This is an optimization exercise on Yosys and OpenROAD, whose aim is a short achievable clock period and few clock cycles, not a production implementation. Where RTL was checked, it was by simulation tests only, not by an equivalence proof against the original.

==> job 2911: inputs <==
## core_top
module core_top #(
  parameter logic [31:0] RESET_PC = '0
) (
  input  wire          clk_i,
  input  wire          reset_i,
  input  wire          stall_i,
  output logic         rom_en_o,
  output logic [31:0]  rom_addr_o,
  input  wire  [31:0]  rom_data_i,
  output logic         ram_en_o,
  output logic         ram_we_o,
  output logic [31:0]  ram_addr_o,
  output logic [31:0]  ram_wdata_o,
  input  wire  [31:0]  ram_rdata_i,
  output logic         debug_wb_en_o,
  output logic [4:0]   debug_wb_addr_o,
  output logic [31:0]  debug_wb_data_o,
  output logic [31:0]  debug_pc_o
);
  logic [31:0] pc_q;
  logic        if_valid_q;
  logic [31:0] if_pc_q;
  logic [31:0] if_inst_q;
  logic [31:0] rf_rs_q;          
  logic [31:0] rf_rt_q;
  logic        rs_ex_q;          
  logic        rs_mem_q;         
  logic        rs_wb_q;          
  logic        rs_rf_q;          
  logic        rt_ex_q;
  logic        rt_mem_q;
  logic        rt_wb_q;
  logic        rt_rf_q;
  logic        id_br_q;          
  logic        id_bne_q;
  logic        id_same_q;        
  logic        id_guess_q;       
  logic        ex_valid_q;
  logic        ex_wen_q;         
  logic [4:0]  ex_waddr_q;
  logic        ex_load_q;
  logic        ex_store_q;
  logic        ex_branch_q;
  logic        ex_bne_q;
  logic        ex_pred_q;        
  logic [31:0] ex_target_q;      
  logic [31:0] ex_fall_q;        
  logic [31:0] ex_a_q;
  logic [31:0] ex_b_q;
  logic [31:0] ex_s_q;           
  logic        ex_fa_own_q, ex_fa_alu_q, ex_fa_ld_q;
  logic        ex_fb_own_q, ex_fb_alu_q, ex_fb_ld_q;
  logic        ex_fs_own_q, ex_fs_alu_q, ex_fs_ld_q;
  logic        ex_sub_q;
  logic        ex_op_add_q;
  logic        ex_op_and_q;
  logic        ex_op_or_q;
  logic        ex_op_xor_q;
  logic        ex_op_slt_q;
  logic        ex_op_sll_q;
  logic        ex_op_srl_q;
  logic        ex_easy_q;        
  logic [4:0]  ex_shamt_q;
  logic [31:0] ex_pc_q;
  logic        mem_wen_q;
  logic [4:0]  mem_waddr_q;
  logic        mem_load_q;
  logic        mem_store_q;
  logic [31:0] mem_result_q;
  logic [31:0] mem_sdata_q;
  logic [31:0] mem_pc_q;
  logic        wb_wen_q;
  logic [4:0]  wb_waddr_q;
  logic [31:0] wb_data_q;
  logic [31:0] wb_pc_q;
  logic [31:0] regs [1:31];
  logic [31:0] mem_data;
  assign mem_data = mem_load_q ? ram_rdata_i : mem_result_q;
  ...
Settings: LEC_CHECK=0, ABC_CLOCK_PERIOD_IN_PS=3500, CAP_MARGIN=20, CORE_MARGIN=2, CORE_UTILIZATION=50, SETUP_SLACK_MARGIN=5, SLEW_MARGIN=20; clock period 9.0 ns.
run.sh (not shown) runs the stock make flow with config.mk's settings and CLKGATE_MAP_FILE= SYNTH_SCRIPT=/design/flow/synth_recipe.tcl, a recipe that flattens the netlist after the stock synthesis.
==> inputs of job 2415, as changes to job 2911 <==
--- a/flow/design.v
+++ b/flow/design.v
@@ -52,27 +52,29 @@
   logic        ex_bne_q;
   logic        ex_pred_q;        
   logic [31:0] ex_target_q;      
   logic [31:0] ex_fall_q;        
   logic [31:0] ex_a_q;
   logic [31:0] ex_b_q;
   logic [31:0] ex_s_q;           
   logic        ex_fa_own_q, ex_fa_alu_q, ex_fa_ld_q;
-  logic        ex_fb_own_q, ex_fb_alu_q, ex_fb_ld_q;
+  logic        ex_fb_own_q, ex_fb_alu_q, ex_fb_ld_q, ex_fb_nalu_q, ex_fb_nld_q;
   logic        ex_fs_own_q, ex_fs_alu_q, ex_fs_ld_q;
   logic        ex_sub_q;
   logic        ex_op_add_q;
   logic        ex_op_and_q;
   logic        ex_op_or_q;
   logic        ex_op_xor_q;
   logic        ex_op_slt_q;
   logic        ex_op_sll_q;
   logic        ex_op_srl_q;
   logic        ex_easy_q;        
+  logic [31:0] ex_x_q;           
+  logic [31:0] ex_g_q;           
   logic [4:0]  ex_shamt_q;
   logic [31:0] ex_pc_q;
   logic        mem_wen_q;
   logic [4:0]  mem_waddr_q;
   logic        mem_load_q;
   logic        mem_store_q;
   logic [31:0] mem_result_q;
   logic [31:0] mem_sdata_q;
@@ -130,40 +132,35 @@
                   ({32{rs_rf_q}} & rf_rs_q);
   assign rt_val = ({32{rt_mem_q}} & mem_data) | ({32{rt_wb_q}} & wb_data_q) |
                   ({32{rt_rf_q}} & rf_rt_q);
   assign rs_cmp = ({32{rs_mem_q}} & mem_result_q) | ({32{rs_wb_q}} & wb_data_q) |
                   ({32{rs_rf_q}} & rf_rs_q);
   assign rt_cmp = ({32{rt_mem_q}} & mem_result_q) | ({32{rt_wb_q}} & wb_data_q) |
                   ({32{rt_rf_q}} & rf_rt_q);
   logic [31:0] ex_a;
-  logic [31:0] ex_b;
+  logic [31:0] ex_bx;            
   logic [31:0] ex_s;
   logic [31:0] ex_a_r;           
-  logic [31:0] ex_b_r;
   logic [31:0] ex_s_r;
-  logic [31:0] ex_bx;
-  logic [31:0] ex_br_r;
   logic [32:0] ex_sum;
   logic        ex_lt;
   logic [31:0] ex_result;
   logic        ex_eq;
   logic        ex_taken;
   logic        ex_mispredict;
   assign ex_a = ({32{ex_fa_own_q}} & ex_a_q) | ({32{ex_fa_alu_q}} & mem_result_q) |
                 ({32{ex_fa_ld_q}} & ram_rdata_i);
-  assign ex_b = ({32{ex_fb_own_q}} & ex_b_q) | ({32{ex_fb_alu_q}} & mem_result_q) |
-                ({32{ex_fb_ld_q}} & ram_rdata_i);
+  assign ex_bx = ({32{ex_fb_own_q}} & ex_b_q) |
+                 ({32{ex_fb_alu_q}} & mem_result_q) | ({32{ex_fb_nalu_q}} & ~mem_result_q) |
+                 ({32{ex_fb_ld_q}} & ram_rdata_i) | ({32{ex_fb_nld_q}} & ~ram_rdata_i);
   assign ex_s = ({32{ex_fs_own_q}} & ex_s_q) | ({32{ex_fs_alu_q}} & mem_result_q) |
                 ({32{ex_fs_ld_q}} & ram_rdata_i);
   assign ex_a_r = ({32{ex_fa_own_q}} & ex_a_q) | ({32{ex_fa_alu_q}} & mem_result_q);
-  assign ex_b_r = ({32{ex_fb_own_q}} & ex_b_q) | ({32{ex_fb_alu_q}} & mem_result_q);
   assign ex_s_r = ({32{ex_fs_own_q}} & ex_s_q) | ({32{ex_fs_alu_q}} & mem_result_q);
-  assign ex_bx   = ex_sub_q ? ~ex_b : ex_b;
-  assign ex_br_r = ex_sub_q ? ~ex_b_r : ex_b_r;
   logic [32:0] ks_g [0:6];
   logic [32:0] ks_p [0:6];
   logic [31:0] ks_x;
   assign ks_x    = ex_a ^ ex_bx;
   assign ks_g[0] = {ex_a & ex_bx, ex_sub_q};
   assign ks_p[0] = {ks_x, 1'b0};
   for (genvar l = 0; l < 6; l++) begin : g_ks
     for (genvar i = 0; i < 33; i++) begin : g_bit
@@ -172,58 +169,48 @@
         assign ks_p[l+1][i] = ks_p[l][i] & ks_p[l][i - (1 << l)];
       end else begin : g_pass
         assign ks_g[l+1][i] = ks_g[l][i];
         assign ks_p[l+1][i] = ks_p[l][i];
       end
     end
   end
   assign ex_sum = {ks_g[6][32], ks_x ^ ks_g[6][31:0]};
-  assign ex_lt  = (ex_a[31] ^ ex_b[31]) ? ex_a[31] : ex_sum[31];
+  assign ex_lt  = (ex_a[31] ^ ~ex_bx[31]) ? ex_a[31] : ex_sum[31];
   always_comb begin
     ex_result = '0;
     if (ex_op_add_q) ex_result = ex_result | ex_sum[31:0];
-    if (ex_op_and_q) ex_result = ex_result | (ex_a & ex_b);
-    if (ex_op_or_q)  ex_result = ex_result | (ex_a | ex_b);
-    if (ex_op_xor_q) ex_result = ex_result | (ex_a ^ ex_b);
+    if (ex_op_and_q) ex_result = ex_result | (ex_a & ex_bx);
+    if (ex_op_or_q)  ex_result = ex_result | (ex_a | ex_bx);
+    if (ex_op_xor_q) ex_result = ex_result | (ex_a ^ ex_bx);
     if (ex_op_slt_q) ex_result = ex_result | {31'd0, ex_lt};
-    if (ex_op_sll_q) ex_result = ex_result | (ex_b << ex_shamt_q);
-    if (ex_op_srl_q) ex_result = ex_result | (ex_b >> ex_shamt_q);
+    if (ex_op_sll_q) ex_result = ex_result | (ex_bx << ex_shamt_q);
+    if (ex_op_srl_q) ex_result = ex_result | (ex_bx >> ex_shamt_q);
   end
   assign ex_eq         = (ex_a_r == ex_s_r);
   assign ex_taken      = ex_bne_q ? ~ex_eq : ex_eq;
   assign ex_mispredict = ex_valid_q & ex_branch_q & (ex_taken ^ ex_pred_q);
-  function automatic logic sum_equals(input logic [31:0] a, input logic [31:0] b,
-                                      input logic cin, input logic [31:0] c);
-    logic [31:0] carry;
-    carry = {(a[30:0] & b[30:0]) | ((a[30:0] ^ b[30:0]) & ~c[30:0]), cin};
-    sum_equals = ((a ^ b ^ c) == carry);
-  endfunction
-  logic [31:0] ex_logic;
+  logic [31:0] id_carry;
   logic        eq_plain;
-  logic        eq_rs_ex;         
-  logic        eq_rt_ex;         
-  logic        id_eq;
+  logic        eq_add;
   logic        id_memld;
   logic        id_dep_ex;
-  logic        id_resolved;
+  logic        id_res_plain;
+  logic        id_res_add;
   logic        id_pred;
-  assign ex_logic = ex_op_and_q ? (ex_a_r & ex_b_r) :
-                    ex_op_or_q  ? (ex_a_r | ex_b_r) : (ex_a_r ^ ex_b_r);
   assign eq_plain = (rs_cmp == rt_cmp);
-  assign eq_rs_ex = ex_op_add_q ? sum_equals(ex_a_r, ex_br_r, ex_sub_q, rt_cmp) :
-                                  (ex_logic == rt_cmp);
-  assign eq_rt_ex = ex_op_add_q ? sum_equals(ex_a_r, ex_br_r, ex_sub_q, rs_cmp) :
-                                  (ex_logic == rs_cmp);
-  assign id_eq    = rs_ex_q ? eq_rs_ex : rt_ex_q ? eq_rt_ex : eq_plain;
-  assign id_memld    = mem_load_q & (rs_mem_q | rt_mem_q);
-  assign id_dep_ex   = rs_ex_q | rt_ex_q;
-  assign id_resolved = ~id_memld & (~id_dep_ex | ex_easy_q);
-  assign id_pred     = id_same_q   ? ~id_bne_q :
-                       id_resolved ? (id_bne_q ^ id_eq) : id_guess_q;
+  assign id_carry = {ex_g_q[30:0] | (ex_x_q[30:0] & ~rt_cmp[30:0]), ex_sub_q};
+  assign eq_add   = ((ex_x_q ^ rt_cmp) == id_carry);
+  assign id_memld     = mem_load_q & (rs_mem_q | rt_mem_q);
+  assign id_dep_ex    = rs_ex_q | rt_ex_q;
+  assign id_res_plain = ~id_memld & ~id_dep_ex;
+  assign id_res_add   = ~id_memld & rs_ex_q & ~rt_ex_q & ex_easy_q;
+  assign id_pred      = id_same_q    ? ~id_bne_q :
+                        id_res_plain ? (id_bne_q ^ eq_plain) :
+                        id_res_add   ? (id_bne_q ^ eq_add) : id_guess_q;
   logic [31:0] id_target;
   logic [31:0] id_fall;
   assign id_target = if_pc_q + 32'd4 + {id_imm_s[29:0], 2'b00};
   assign id_fall   = pc_q + 32'd4;
   logic id_hold;
   logic id_go;
   assign id_hold = if_valid_q & id_br_q &
                    ((ex_valid_q & ex_branch_q) | (ex_load_q & id_dep_ex));
@@ -321,61 +308,74 @@
     end
   end
   logic id_add;
   logic id_and;
   logic id_or;
   logic id_xor;
   logic id_fa_ld;
   logic id_fb_ld;
+  logic id_sub;
+  logic [31:0] id_a;
+  logic [31:0] id_b;
+  assign id_a = id_lui ? 32'd0 : rs_val;
+  assign id_b = (id_special | id_br_q) ? (id_sub ? ~rt_val : rt_val) :
+                id_lui ? {if_inst_q[15:0], 16'h0000} :
+                (id_andi | id_ori) ? id_imm_z : id_imm_s;
+  assign id_sub = id_special & ((id_fn == 6'h23) | (id_fn == 6'h2a));
   assign id_add = (id_special & ((id_fn == 6'h21) | (id_fn == 6'h23))) |
                   id_addiu | id_lw | id_sw;
   assign id_and = (id_special & (id_fn == 6'h24)) | id_andi;
   assign id_or  = (id_special & (id_fn == 6'h25)) | id_ori | id_lui;
   assign id_xor = id_special & (id_fn == 6'h26);
   assign id_fa_ld = ~id_lui & rs_ex_q & ex_load_q;
   assign id_fb_ld = (id_special | id_br_q) & rt_ex_q & ex_load_q;
   always_ff @(posedge clk_i) begin
     if (!stall_i) begin
       ex_waddr_q  <= id_waddr;
       ex_bne_q    <= id_bne_q;
       ex_pred_q   <= id_pred;
       ex_target_q <= id_target;
       ex_fall_q   <= id_fall;
       ex_pc_q     <= if_pc_q;
       ex_shamt_q  <= if_inst_q[10:6];
-      ex_a_q      <= id_lui ? 32'd0 : rs_val;
+      ex_a_q      <= id_a;
+      ex_x_q      <= id_a ^ id_b;
+      ex_g_q      <= id_a & id_b;
       ex_fa_own_q <= id_lui | ~rs_ex_q;
       ex_fa_alu_q <= ~id_lui & rs_ex_q & ~ex_load_q;
       ex_fa_ld_q  <= id_fa_ld;
+      ex_b_q       <= id_b;
       if (id_special | id_br_q) begin
-        ex_b_q      <= rt_val;
-        ex_fb_own_q <= ~rt_ex_q;
-        ex_fb_alu_q <= rt_ex_q & ~ex_load_q;
-        ex_fb_ld_q  <= rt_ex_q & ex_load_q;
+        ex_fb_own_q  <= ~rt_ex_q;
+        ex_fb_alu_q  <= rt_ex_q & ~ex_load_q & ~id_sub;
+        ex_fb_ld_q   <= rt_ex_q & ex_load_q & ~id_sub;
+        ex_fb_nalu_q <= rt_ex_q & ~ex_load_q & id_sub;
+        ex_fb_nld_q  <= rt_ex_q & ex_load_q & id_sub;
       end else begin
-        ex_b_q      <= id_lui ? {if_inst_q[15:0], 16'h0000} :
-                       (id_andi | id_ori) ? id_imm_z : id_imm_s;
-        ex_fb_own_q <= 1'b1;
-        ex_fb_alu_q <= 1'b0;
-        ex_fb_ld_q  <= 1'b0;
+        ex_fb_own_q  <= 1'b1;
+        ex_fb_alu_q  <= 1'b0;
+        ex_fb_ld_q   <= 1'b0;
+        ex_fb_nalu_q <= 1'b0;
+        ex_fb_nld_q  <= 1'b0;
       end
       ex_s_q      <= rt_val;
       ex_fs_own_q <= ~rt_ex_q;
       ex_fs_alu_q <= rt_ex_q & ~ex_load_q;
       ex_fs_ld_q  <= rt_ex_q & ex_load_q;
-      ex_sub_q    <= id_special & ((id_fn == 6'h23) | (id_fn == 6'h2a));
+      ex_sub_q    <= id_sub;
       ex_op_add_q <= id_add;
       ex_op_and_q <= id_and;
       ex_op_or_q  <= id_or;
       ex_op_xor_q <= id_xor;
       ex_op_slt_q <= id_special & (id_fn == 6'h2a);
       ex_op_sll_q <= id_special & (id_fn == 6'h00);
       ex_op_srl_q <= id_special & (id_fn == 6'h02);
-      ex_easy_q   <= (id_add | id_and | id_or | id_xor) & ~id_lw & ~id_fa_ld & ~id_fb_ld;
+      ex_easy_q   <= (id_special & ((id_fn == 6'h21) | (id_fn == 6'h23)) & ~rs_ex_q & ~rt_ex_q) |
+                     (id_addiu & ~rs_ex_q);
     end
   end
   always_ff @(posedge clk_i) begin
     if (reset_i) begin
       mem_wen_q   <= 1'b0;
       mem_load_q  <= 1'b0;
       mem_store_q <= 1'b0;
     end else if (!stall_i) begin
==> metrics.yaml <==
ir_drop_mv: 0.223
use_met1_pct: 47.9
grt_use_met2_pct: 52.7
yosysSeqAreaShare_pct: 58.3
status: "complete, no violations"
synth-simple-area-share_pct: 5.01
n_fill_cell: 12700
regArea_sq_mm: 0.0484
powerDensity_mw_per_mm2: 196
dp_slack_ns: 2.13
(the above is from job 2415)
==> metrics.yaml <==
dp_slack_ns: 2.97
powerDensity_mw_per_mm2: 198
ir_drop_mv: 0.208
grt_pass1_wl_mm: 414
min_from: "mem_pc_q[11]"
instances_no_fill: 8659
regArea_sq_mm: 0.0464
synth-simple-area-share_pct: 5.94
hp-class: "flip-flop to flip-flop"
max_slew_margin_pct: 27.3
status: "complete, no violations"
(the above is from job 2911)
Testbench counts of job 2911, summed over its fixed seeds: cycles 21,188.
Only the layout flow was run in job 2415; the RTL was not checked for function there.

port drivers added, routing unchanged:
The results above use ideal ports. As a check the final layouts listed here were re-extracted and re-timed, cells and wires unchanged. Step 1 assumes that a clkbuf_16 drives the clock port and a buf_2 every other input. Step 2 moves the port delays by t, midway between the first and last clock arrival at a register: inputs arrive t later, outputs are due t later. That takes back most of the time a late clock gives input paths. Three values: ideal ports, drivers, drivers and shift; two values: the first two.
run	t, ns	setup WS [ns]	worst hold slack (ns)	worst register clock-pin slew, ns	cell pins on the clock port's net
job 2911	0.898	4.497 / 4.497 / 3.860	0.416 / 0.416 / 0.416	0.07 / 0.07	1
job 2415	0.924	3.935 / 3.985 / 3.061	0.416 / 0.416 / 0.416	0.07 / 0.07	1
After both steps every run listed still meets setup and hold. For job 2415, which loses most, drivers alone change the setup slack by +0.050 ns; drivers and shift together by -0.874 ns.
